What follows belongs to an exercise in optimizing a design on an open flow for small area, a short achievable clock period and few clock cycles per item; a production flow would make more cautious choices.
Where RTL was checked, it was by simulation tests only, not by an equivalence proof against the original.
Power is estimated from default activity; no workload was simulated.

Setup of main:
==> flow/design.v (excerpt) <==
module ram_sp_rsp #(
  parameter int AW    = 9,
  parameter int DW    = 8,
  parameter int DEPTH = 384,
  parameter int CW    = 16,
  parameter int RQ    = 5,     
  parameter int K     = 4,     
  parameter int NP    = 8      
) (
  input  logic          clk,
  input  logic          reset,
  input  logic          req_valid,
  output logic          req_ready,
  input  logic          req_we,
  input  logic          req_oe,
  input  logic [AW-1:0] req_addr,
  input  logic [DW-1:0] req_wdata,
  output logic          rsp_valid,
  input  logic          rsp_ready,
  output logic [DW-1:0] rsp_rdata,
  output logic          rsp_err,
  output logic [CW-1:0] wr_cnt,
  output logic [CW-1:0] rd_cnt
);
  localparam int KW  = 2;                     
  localparam int NR  = DEPTH / K;             
  localparam int RG  = (NR + 7) / 8;          
  localparam int CAP = RQ + 1;                
  localparam int OW  = $clog2(CAP + 1);
  localparam int PW  = $clog2(RQ);
  localparam int NW  = $clog2(NP + 1);
  logic          r_v;
  logic          r_we;
  logic          r_oe;
  logic          r_inr;
  logic [AW-1:0] r_addr;
  logic [DW-1:0] r_wdata;
  logic [NR-1:0] r_rs;          
  logic          r_s_el;        
  logic          r_h_v;
  logic [DW-1:0] r_h_d;
  logic          r_h_e;
  logic [DW-1:0] r_q_d [RQ];
  logic          r_q_e [RQ];
  logic [PW-1:0] r_q_wp;
  logic [PW-1:0] r_q_rp;
  logic [OW-1:0] r_q_n;
  logic          w_q_wr;
  logic          r_rdy;
  logic [OW-1:0] r_out;         
  logic [CW-1:0] r_wr_cnt;
  logic [CW-1:0] r_rd_cnt;
  logic          w_acc;
  logic          w_inr;
  logic          w_acc_wr;
  logic          w_acc_rd;
  logic          w_pop;
  logic          w_s_wr;
  logic          w_s_rd;
  logic [KW-1:0] r_ph;
  logic [KW-1:0] w_el_nx;       
  logic [KW-1:0] w_el_nx2;      
  logic [DW-1:0] r_ring [NR][K];
  logic          r_c_v;
  logic [DW-1:0] r_c_d;
  logic [RG-1:0] r_c_rh;        
  ...
export LEC_CHECK = 0
export ABC_CLOCK_PERIOD_IN_PS = 2500
export CAP_MARGIN = 20
export CORE_MARGIN = 2
export CORE_UTILIZATION = 35
export CTS_BUF_LIST = sky130_fd_sc_hd__clkbuf_16
export CTS_CLUSTER_DIAMETER = 80
export CTS_CLUSTER_SIZE = 24
export SETUP_SLACK_MARGIN = 2.65
export SLEW_MARGIN = 20
create_clock -name core_clock -period 5.0 [get_ports {clk}]
run.sh (not shown) runs the stock make flow with config.mk's settings and CLKGATE_MAP_FILE= SYNTH_SCRIPT=/design/flow/synth_recipe.tcl, a recipe that flattens the netlist after the stock synthesis.
Every stage of the flow completed for main, and the final layout passed the timing, DRC and antenna checks.
The following lists how the feature branch was set up differently from main:
--- a/flow/config.mk
+++ b/flow/config.mk
@@ -15 +15 @@
-export SETUP_SLACK_MARGIN = 2.65
+export SETUP_SLACK_MARGIN = 2.5
==> results.txt <==
On clock network contribution to total cell area, main tracks the feature branch almost exactly. The feature branch against main: final setup skew has increased; floorplan die height about even. Overall routing resource usage on the feature branch is down relative to main. Summary: with main as the reference, power in the feature branch moved down slightly. Re routed wire length: the feature branch and main aren't equal, and the lower value belongs to the feature branch.
No functional check of the RTL was part of any run of this note.

Another version of the RTL of ram_sp_rsp (not shown whole).
Size: about 8,600 cells after synthesis, about 3,300 flip-flops, roughly 66 I/O pins, ~110,000 um^2 of cells after synthesis.
clock: 5.0 ns
lec_check: 0
cap_margin: 20
core_margin: 2
core_utilization: 35
slew_margin: 20
The first run reached the layout checks and failed them: setup timing.
Then changed:
--- a/flow/config.mk
+++ b/flow/config.mk
@@ -6,6 +6,8 @@
 export NUM_CORES = 4
 export LEC_CHECK = 0
+export ABC_CLOCK_PERIOD_IN_PS = 2500
 export CAP_MARGIN = 20
 export CORE_MARGIN = 2
 export CORE_UTILIZATION = 35
+export SETUP_SLACK_MARGIN = 2.5
 export SLEW_MARGIN = 20
After rerunning:
- This time the run finished with timing, DRC and antenna clean
- wire length rises by a few percent
- via count rises by a few percent
- core utilization went up by 3.1 points
- combinational power is higher by a quarter to a third
- setup slack improves by 0.83 ns
- synthesized area does not change
- clock-buffer cell count fell by 9
- sequential share of layout area drops by 3.5 points
Function was not checked in any run of this note: the RTL went through the layout flow alone.

== 10-12 ==
Another version of the RTL of ram_sp_rsp (not shown whole).
Size: roughly 11,000 cells after synthesis, about 3,600 flip-flops.
make LEC_CHECK=0 ABC_AREA=1 ABC_CLOCK_PERIOD_IN_PS=2500 CAP_MARGIN=20 CORE_MARGIN=2 CORE_UTILIZATION=35 CTS_BUF_LIST=sky130_fd_sc_hd__clkbuf_16 CTS_CLUSTER_DIAMETER=80 CTS_CLUSTER_SIZE=24 SETUP_SLACK_MARGIN=2.5 SLEW_MARGIN=20 finish   # period 5.0 ns
10-12 reached the final stage; the timing, DRC and antenna checks on its layout passed.
Testbench counts of 10-12, summed over its fixed seeds: cycles 240,086, items 240,000.
For 02-25, these inputs were changed with respect to 10-12:
Settings: removing ABC_AREA (formerly 1); changing CORE_UTILIZATION from 35 to 40.
==> comparison <==
02-25 ran to completion and came out clean on the timing, DRC and antenna checks.
For 02-25, the slowest cell on the critical path was nand2_1, unlike 10-12, where it was edfxtp_1.
02-25 — combinational share of power 2.3 points higher, 10-12 as reference
Changes observed in 02-25 relative to 10-12: XOR/XNOR share of the synthesized area held steady, post-route fraction of the period consumed by the critical path went down 0.95 points.

## job 5238
Starting RTL as in the previous note.
clock: 5.0 ns
lec_check: 0
abc_clock_period_in_ps: 2500
cap_margin: 20
core_margin: 2
core_utilization: 35
cts_buf_list: sky130_fd_sc_hd__clkbuf_16
cts_cluster_diameter: 80
cts_cluster_size: 24
setup_slack_margin: 2.6
slew_margin: 20
Job 5238: full flow OK, the timing, DRC and antenna checks passed
Testbench counts of job 5238, summed over its fixed seeds: cycles 240,086, items 240,000.
Input changes introduced in job 3419 (baseline for comparison: job 5238):
- changing CTS_CLUSTER_DIAMETER from 80 to 60
- changing SETUP_SLACK_MARGIN from 2.6 to 2.5
- changing CTS_CLUSTER_SIZE from 24 to 20
Going from job 5238 to job 3419, total wire length grows by 1.3%.
Re logic gate share of total power: job 3419 and job 5238 aren't equal, and the lower value belongs to job 3419.
Status: cell count parity (job 5238, job 3419)
Looking at power across job 3419 and job 5238, the one that comes out higher is job 3419.
Job 3419 vs job 5238, number of non-clock buffers went down by 8.6%.
In job 3419, the global-route wire length before repair came out 1.5% above the value in job 5238.
The inputs of job 2316 differ from those of job 3419 as listed below.
- CTS_CLUSTER_DIAMETER now 80, was 60
- CTS_CLUSTER_SIZE now 24, was 20
Results
Taking job 3419 as the reference, in job 2316 proportion of final cell area spent on non-clock buffers has remained practically unchanged, total number of vias saw little to no change. Going from job 3419 to job 2316, overall routed net length decreased about 0.37%, sequential share of layout area up 0.64 points, total routing resource utilization after global routing level, number of clock buffers in the layout went down. Of job 3419 and job 2316, the run reporting the higher synthesis-to-layout area growth was job 3419. Post-CTS setup-driven buffer insertion count grows by a few percent when moving from job 3419 to job 2316. Measured against each other, job 3419 and job 2316 differ in proportion of layout cells with a drive suffix above 1, the higher figure coming from job 3419. Between job 3419 and job 2316, total design power decreased.

[re-timing with driven ports]
No port has a modelled driver above. Below, the same layouts with a new extraction and two added sets of constraints.
Step 1, drivers: a clkbuf_16 drives clk and a buf_2 each remaining input, both assumed.
Step 2 adds t to the input delays and takes it off the output delays; t is the mean of the earliest and latest rising clock arrival at the registers after step 1. Input paths then give back, and output paths get back, about the clock's delay inside the block.
a / b / c = no drivers / after step 1 / after step 2; a / b = the first two.
run	t (ns)	slack for setup (ns)	hold WS [ns]	clock arrival spread, ns	worst data-port slew with drivers (ns)
main	0.979	2.132 / 2.032 / 1.710	0.327 / 0.327 / 0.327	0.068 / 0.068	0.21
the feature branch	0.985	2.155 / 2.057 / 1.477	0.275 / 0.275 / 0.275	0.095 / 0.095	0.24
the first run of note 2	1.068	-0.110 / -0.110 / -0.110	0.296 / 0.296 / 0.296	0.106 / 0.106	0.08
the second run of note 2	1.082	0.719 / 0.719 / 0.675	0.291 / 0.291 / 0.291	0.099 / 0.099	0.09
10-12	0.974	2.289 / 2.289 / 1.600	0.317 / 0.317 / 0.317	0.072 / 0.072	0.18
02-25	0.972	2.336 / 2.336 / 1.487	0.327 / 0.327 / 0.327	0.057 / 0.057	0.32
job 5238	0.968	2.196 / 2.095 / 1.721	0.326 / 0.285 / 0.326	0.069 / 0.068	0.25
job 3419	1.006	2.326 / 2.228 / 1.518	0.301 / 0.301 / 0.301	0.092 / 0.092	0.26
job 2316	0.997	2.306 / 2.206 / 1.514	0.305 / 0.305 / 0.305	0.083 / 0.083	0.28
For 02-25, which loses most, drivers alone change the setup slack by 0.000 ns; drivers and shift together by -0.849 ns.
